Background: an optimization exercise with open tools, aiming at small area, a short achievable clock period and few clock cycles per item. Do not read the settings as production practice.
Function was checked by simulation only, so behaviour that the tests miss may differ from the original.

== build 60 ==
Design idct_1d_serial, start of the top module:
module idct_1d_serial #(
    parameter int OFFSET = 0
) (
    input  logic        clk,
    input  logic        rst,
    input  logic [95:0] coef_in,
    input  logic        in_valid,
    output logic        in_ready,
    output logic [63:0] pix_out,
    output logic        out_valid,
    input  logic        out_ready
);
Size: about 3,600 cells after synthesis, ~40,000 um^2 of cells after synthesis.
clock: 11.0 ns
lec_check: 0
abc_clock_period_in_ps: 3000
cap_margin: 20
core_margin: 2
core_utilization: 40
cts_buf_list: sky130_fd_sc_hd__clkbuf_8
slew_margin: 20
standard.sh (not shown) runs the stock make flow with config.mk's settings and CLKGATE_MAP_FILE= SYNTH_SCRIPT=/design/flow/synth_recipe.tcl, a recipe that flattens the netlist after the stock synthesis.
==> flow/flow/run.sh <==
#!/bin/bash
# Standard ORFS layout with one extra step between synthesis and floorplan:
# fixinv.py cancels the inverters that Yosys's adder extraction leaves between full-adder
# cells (a full adder is self-dual, so flipping its polarity is a pure rewiring).
# flow/make_vars.txt, if present, lists extra ORFS make variables (one per line), e.g. the
# setup slack margin repair_timing aims for.  Every tool's output goes to its own log file.
set -euo pipefail
WORK=$(pwd)
RES=$WORK/orfs/results/${FLOW_PLATFORM}/idct_1d_serial/base
EXTRA=()
if [[ -f flow/make_vars.txt ]]; then
  while IFS= read -r line; do
    [[ -n "$line" ]] && EXTRA+=("$line")
  done < flow/make_vars.txt
fi
bash standard.sh ${EXTRA[@]+"${EXTRA[@]}"} "$RES/1_2_yosys.v" > "$WORK/synth.log" 2>&1
cp "$RES/1_2_yosys.v" "$WORK/1_2_yosys.orig.v"
python3 flow/fixinv.py "$WORK/1_2_yosys.orig.v" "$RES/1_2_yosys.v" > "$WORK/fixinv.log" 2>&1
bash standard.sh ${EXTRA[@]+"${EXTRA[@]}"} finish > "$WORK/layout.log" 2>&1
Other scripts of this flow, unchanged in this note and not shown: flow/flow/fixinv.py, flow/flow/make_vars.txt
Per the final summary, build 60 finished and its layout is clean on timing, DRC and antenna.
Testbench counts of build 60, summed over its fixed seeds: cycles 1,624, items 1,600.
The following lists how build 92 was set up differently from build 60:
Settings: a deleted CTS_BUF_LIST that had been sky130_fd_sc_hd__clkbuf_8; a change of CORE_UTILIZATION from 40 to 55.
Notes after the runs:
Build 92 went all the way through the flow, and no timing, DRC or antenna check failed.
Build 92 gives more via count than build 60 did.
| global routing met2 resource utilization | build 92 vs build 60 | 14 points higher |
Relative to build 92, the following input files were edited for build 73:
Settings: a change of CORE_UTILIZATION from 55 to 40.
## What came out
Build 73 has completed all stages; timing, DRC and antenna checks passed.
Build 92 reached the final stage; the timing, DRC and antenna checks on its layout passed.
In build 73 relative to build 92, number of DRC markers in iteration 0 had gone up slightly.
Of the two values seen for top routing layer in use, met4 was produced by build 92 and met5 by build 73.
The core utilization in build 73 sits 16 points below the value recorded for build 92.
Diff build 92 -> build 73: count of clock-buffer cells in the layout barely changed; number of detailed-route iterations in the first pass picked up an extra 1; overall via count from detail_route lost 543.

* * *

idct_1d_serial, a different RTL version from the one above (not shown whole).
Size: about 3600 cells after synthesis, roughly 40000 um^2 of cells after synthesis.
==> flow/design.v (excerpt) <==
module idct_1d_serial #(
    parameter int OFFSET = 0
) (
    input  logic        clk,
    input  logic        rst,
    input  logic [95:0] coef_in,
    input  logic        in_valid,
    output logic        in_ready,
    output logic [63:0] pix_out,
    output logic        out_valid,
    input  logic        out_ready
);
Settings: LEC_CHECK=0, ABC_CLOCK_PERIOD_IN_PS=3000, CAP_MARGIN=20, CORE_MARGIN=2, CORE_UTILIZATION=40, CTS_BUF_LIST=sky130_fd_sc_hd__clkbuf_8, SLEW_MARGIN=20; clock period 11.0 ns.
==> flow/flow/fixinv.py <==
#!/usr/bin/env python3
"""Cancel inverters around full-adder cells in a Yosys gate netlist.

A full adder is self-dual: FA(~a,~b,~c) = (~sum, ~cout).  Yosys's extract_fa picks
polarities cell by cell, which leaves inverters between adders.  This pass flips adders
(connects the complements of their inputs and complements their outputs) whenever that
lowers the number of inverters, then writes the netlist back.  The logic is unchanged.
usage: fixinv.py in.v out.v
"""
import re
import sys

OUTPINS = {'X', 'Y', 'Q', 'Q_N', 'SUM', 'COUT', 'HI', 'LO'}
INV = 'sky130_fd_sc_hd__inv_1'


def is_inv(t):
    return re.fullmatch(r'sky130_fd_sc_hd__(clk)?inv_\d+', t) is not None


def is_fa(t):
    return re.fullmatch(r'sky130_fd_sc_hd__fa_\d+', t) is not None


def main(src, dst):
    text = open(src).read()
    m = re.search(r'^(module .*?;\n)(.*?)^endmodule', text, re.S | re.M)
    head_mod, body = m.group(1), m.group(2)
    pre, post = text[:m.start()], text[m.end():]
    cell_re = re.compile(r'^  (sky130_fd_sc_hd__\w+) (\S+) \((.*?)\);\n', re.S | re.M)
    decls = []
    cells = {}
    order = []
    pos = 0
    for cm in cell_re.finditer(body):
        decls.append(body[pos:cm.start()])
        pos = cm.end()
        typ, name, pins = cm.group(1), cm.group(2), cm.group(3)
        pm = {}
        for p, n in re.findall(r'\.(\w+)\(((?:[^()])*)\)', pins):
            pm[p] = n.strip()
        cells[name] = [typ, pm]
        order.append(name)
    rest = body[pos:]
    if rest.strip():
        # assigns or other statements: keep them, but treat their nets as fixed
        pass
    declstr = ''.join(decls)
    outports = set()
    for om in re.finditer(r'^\s*output\s+(\[(\d+):(\d+)\]\s+)?(\S+?)\s*;', head_mod + declstr, re.M):
        if om.group(1):
            hi, lo = int(om.group(2)), int(om.group(3))
            for i in range(min(hi, lo), max(hi, lo) + 1):
                outports.add(f"{om.group(4)}[{i}]")
        else:
            outports.add(om.group(4))
    fixed = set(re.findall(r'[\\\w$\[\]\.]+', rest)) if rest.strip() else set()

    drv = {}
    loads = {}

    def add_load(n, c, p):
        loads.setdefault(n, set()).add((c, p))

    for c in order:
        typ, pm = cells[c]
        for p, n in pm.items():
            if p in OUTPINS:
                drv[n] = (c, p)
            else:
                add_load(n, c, p)
    for n in outports:
        add_load(n, '$PORT', n)

    cnt = [0]

    def newnet():
        cnt[0] += 1
        return f"_fixinv_{cnt[0]}_"

    def newinv(a):
        cnt[0] += 1
        c = f"_fixinvc_{cnt[0]}_"
        y = newnet()
        cells[c] = [INV, {'A': a, 'Y': y}]
        order.append(c)
        drv[y] = (c, 'Y')
        add_load(a, c, 'A')
        return c, y

    def inv_driver(n):
        d = drv.get(n)
        if d and d[0] in cells and is_inv(cells[d[0]][0]):
            return d[0]
        return None

    def inv_load(n):
        for c, p in loads.get(n, ()):
            if c != '$PORT' and c in cells and is_inv(cells[c][0]):
                return c
        return None

    def connect(c, p, n):
        old = cells[c][1][p]
        loads[old].discard((c, p))
        cells[c][1][p] = n
        add_load(n, c, p)

    def remove_cell(c):
        typ, pm = cells.pop(c)
        for p, n in pm.items():
            if p in OUTPINS:
                drv.pop(n, None)
            else:
                loads[n].discard((c, p))

    def gain(f):
        """inverters saved by flipping f (estimate)"""
        typ, pm = cells[f]
        g = 0
        for p in ('A', 'B', 'CIN'):
            n = pm[p]
            I = inv_driver(n)
            if I is not None:
                if len(loads[n]) == 1 and cells[I][1]['Y'] not in outports:
                    g += 1
            elif inv_load(n) is None:
                g -= 1
        for p in ('SUM', 'COUT'):
            o = pm[p]
            ls = loads.get(o, set())
            invs = [c for c, q in ls if c != '$PORT' and is_inv(cells[c][0])
                    and cells[c][1]['Y'] not in outports and cells[c][1]['Y'] not in fixed]
            others = len(ls) - len(invs)
            g += len(invs)
            if others:
                g -= 1
        return g

    def flip(f):
        typ, pm = cells[f]
        for p in ('A', 'B', 'CIN'):
            n = pm[p]
            I = inv_driver(n)
            if I is not None:
                connect(f, p, cells[I][1]['A'])
                if not loads[n] and n not in outports:
                    remove_cell(I)
            else:
                J = inv_load(n)
                y = cells[J][1]['Y'] if J else newinv(n)[1]
                connect(f, p, y)
        for p in ('SUM', 'COUT'):
            o = pm[p]
            o2 = newnet()
            drv.pop(o, None)
            cells[f][1][p] = o2
            drv[o2] = (f, p)
            ls = list(loads.get(o, set()))
            for c, q in ls:
                if c != '$PORT' and is_inv(cells[c][0]):
                    y = cells[c][1]['Y']
                    if y in outports or y in fixed:
                        continue
                    for c2, q2 in list(loads.get(y, set())):
                        connect(c2, q2, o2)
                    remove_cell(c)
            if loads.get(o):
                # remaining loads need the old polarity: o = ~o2
                cnt[0] += 1
                c = f"_fixinvc_{cnt[0]}_"
                cells[c] = [INV, {'A': o2, 'Y': o}]
                order.append(c)
                drv[o] = (c, 'Y')
                add_load(o2, c, 'A')

    def ninv():
        return sum(1 for c in cells if is_inv(cells[c][0]))

    before = ninv()
    fas = [c for c in order if is_fa(cells[c][0])]
    for it in range(20):
        changed = 0
        for f in fas:
            if gain(f) > 0:
                k0 = ninv()
                flip(f)
                changed += 1
        if not changed:
            break
    # merge inverters that share an input
    byin = {}
    for c in list(order):
        if c in cells and is_inv(cells[c][0]):
            a, y = cells[c][1]['A'], cells[c][1]['Y']
            if y in outports or y in fixed:
                continue
            if a in byin:
                keep = byin[a]
                ky = cells[keep][1]['Y']
                for c2, q2 in list(loads.get(y, set())):
                    connect(c2, q2, ky)
                remove_cell(c)
            else:
                byin[a] = c
    # drop inverters with no loads
    for c in list(order):
        if c in cells and is_inv(cells[c][0]):
            y = cells[c][1]['Y']
            if not loads.get(y) and y not in outports and y not in fixed:
                remove_cell(c)
    after = ninv()
    print(f"fixinv: inverters {before} -> {after}", file=sys.stderr)

    newnets = set()
    for c in order:
        if c in cells:
            for n in cells[c][1].values():
                if n.startswith('_fixinv_'):
                    newnets.add(n)
    out = [pre, head_mod, declstr]
    for n in sorted(newnets):
        out.append(f"  wire {n};\n")
    for c in order:
        if c not in cells:
            continue
        typ, pm = cells[c]
        pins = ',\n'.join(f"    .{p}({n}{' ' if n.startswith(chr(92)) else ''})" for p, n in pm.items())
        out.append(f"  {typ} {c} (\n{pins}\n  );\n")
    out.append(rest)
    out.append('endmodule')
    out.append(post)
    open(dst, 'w').write(''.join(out))


if __name__ == '__main__':
    main(sys.argv[1], sys.argv[2])
==> flow/flow/make_vars.txt <==
SETUP_SLACK_MARGIN=6.45
BUFFER_PORTS_ARGS=-buffer_cell sky130_fd_sc_hd__buf_1
Scripts as last shown in full above: flow/flow/run.sh
Testbench counts at the start, summed over its fixed seeds: cycles 1,624, items 1,600.
Edit:
Settings changed: ABC_CLOCK_PERIOD_IN_PS 3000 to 1200.
After rerunning: The changed run finished clean; count of clock-buffer cells in the layout is unchanged; synthesized area does not change; routed wire length does not change; design area does not change; register-to-register slack hardly moves.
Edit:
--- a/flow/flow/fixinv.py
+++ b/flow/flow/fixinv.py
@@ -189,4 +189,69 @@
         if not changed:
             break
+    # half adders whose outputs are only used inverted, or whose inputs both come from
+    # inverters, become two plain gates that absorb those inverters
+    AREA = {'xor2': 8.7584, 'xnor2': 8.7584, 'and2': 6.256, 'nand2': 3.7536,
+            'nor2': 3.7536, 'or2': 6.256}
+    OUTPIN = {'xor2': 'X', 'xnor2': 'Y', 'and2': 'X', 'nand2': 'Y', 'nor2': 'Y', 'or2': 'X'}
+    INVERSE = {'xor2': 'xnor2', 'xnor2': 'xor2', 'and2': 'nand2', 'nand2': 'and2',
+               'nor2': 'or2', 'or2': 'nor2'}
+    nha = 0
+    has = [c for c in order if c in cells and re.fullmatch(r'sky130_fd_sc_hd__ha_1', cells[c][0])]
+    for h in has:
+        pm = cells[h][1]
+        na, nb, ns, nc = pm['A'], pm['B'], pm['SUM'], pm['COUT']
+        Ia, Ib = inv_driver(na), inv_driver(nb)
+        use_src = Ia is not None and Ib is not None and Ia != Ib
+        if use_src:
+            ia, ib = cells[Ia][1]['A'], cells[Ib][1]['A']
+            sfun, cfun = 'xor2', 'nor2'
+        else:
+            ia, ib = na, nb
+            sfun, cfun = 'xor2', 'and2'
+        plan = []
+        saved = 12.512
+        for net, fun in ((ns, sfun), (nc, cfun)):
+            ls = loads.get(net, set())
+            invs = [c for c, q in ls if c != '$PORT' and is_inv(cells[c][0])
+                    and cells[c][1]['Y'] not in outports and cells[c][1]['Y'] not in fixed]
+            if ls and len(invs) == len(ls):
+                plan.append((net, INVERSE[fun], invs))
+                saved += 3.7536 * len(invs)
+                saved -= AREA[INVERSE[fun]]
+            else:
+                plan.append((net, fun, []))
+                saved -= AREA[fun]
+        if use_src:
+            for I, n in ((Ia, na), (Ib, nb)):
+                if len(loads[n]) == 1 and cells[I][1]['Y'] not in outports:
+                    saved += 3.7536
+        if saved <= 0.01:
+            continue
+        remove_cell(h)
+        for net, fun, invs in plan:
+            cnt[0] += 1
+            c = f"_fixinvc_{cnt[0]}_"
+            if invs:
+                out = cells[invs[0]][1]['Y']
+                for I in invs:
+                    y = cells[I][1]['Y']
+                    remove_cell(I)
+                    if y != out:
+                        for c2, q2 in list(loads.get(y, set())):
+                            connect(c2, q2, out)
+            else:
+                out = net
+            cells[c] = ['sky130_fd_sc_hd__' + fun + '_1', {'A': ia, 'B': ib, OUTPIN[fun]: out}]
+            order.append(c)
+            drv[out] = (c, OUTPIN[fun])
+            add_load(ia, c, 'A')
+            add_load(ib, c, 'B')
+        if use_src:
+            for I, n in ((Ia, na), (Ib, nb)):
+                if I in cells and not loads.get(n) and n not in outports:
+                    remove_cell(I)
+        nha += 1
+    print(f"fixinv: half adders split into gates: {nha}", file=sys.stderr)
+
     # merge inverters that share an input
     byin = {}
==> flow/flow/make_vars.txt (replaced) <==
SETUP_SLACK_MARGIN=6.3
BUFFER_PORTS_ARGS=-buffer_cell sky130_fd_sc_hd__buf_1
Settings changed: ABC_CLOCK_PERIOD_IN_PS 1200 to 3000, PLACE_DENSITY set to 0.75.
What happened: Count of clock-buffer cells in the layout shrinks by 2. Register-to-register slack gets worse by 90 ps. Wire length falls by about 1%.
Edit:
Settings changed: GPL_TIMING_DRIVEN set to 0, PLACE_DENSITY 0.75 to not set.
The changed run passed the timing, DRC and antenna checks.
First-iteration DRC count falls by about 15%.
Sequential cell count does not change.
Die area does not change.

==> separate check: timing with driven ports <==
The results above use ideal ports. As a check the final layouts listed here were re-extracted and re-timed, cells and wires unchanged. Step 1, drivers: a clkbuf_16 drives clk and a buf_2 each remaining input, both assumed. Step 2, shift: input delay + t, output delay - t, t = (earliest + latest rising clock arrival at the registers) / 2. This alone moves slack from input paths to output paths. Slacks: ideal ports / drivers / drivers and shift; pairs: ideal ports / drivers.
| run | t (ns) | setup slack, ns | clock arrival spread, ns | cell pins on the clock port's net |
|---|---|---|---|---|
| build 60 | 0.729 | 6.140 / 6.109 / 5.751 | 0.058 / 0.058 | 1 |
| build 92 | 0.662 | 6.113 / 6.082 / 5.742 | 0.043 / 0.042 | 1 |
| build 73 | 0.655 | 6.142 / 6.111 / 5.741 | 0.048 / 0.047 | 1 |
| the first run of note 2 | 0.761 | 6.388 / 6.356 / 5.936 | 0.044 / 0.044 | 1 |
| the second run of note 2 | 0.761 | 6.388 / 6.356 / 5.936 | 0.044 / 0.044 | 1 |
| the third run of note 2 | 0.748 | 6.297 / 6.281 / 5.831 | 0.034 / 0.034 | 1 |
| the fourth run of note 2 | 0.770 | 6.236 / 6.236 / 5.681 | 0.049 / 0.049 | 1 |
After both steps every run listed still meets setup and hold. The setup slack of the fourth run of note 2, which loses most, moves by 0.000 ns with the drivers and by -0.555 ns with both steps.
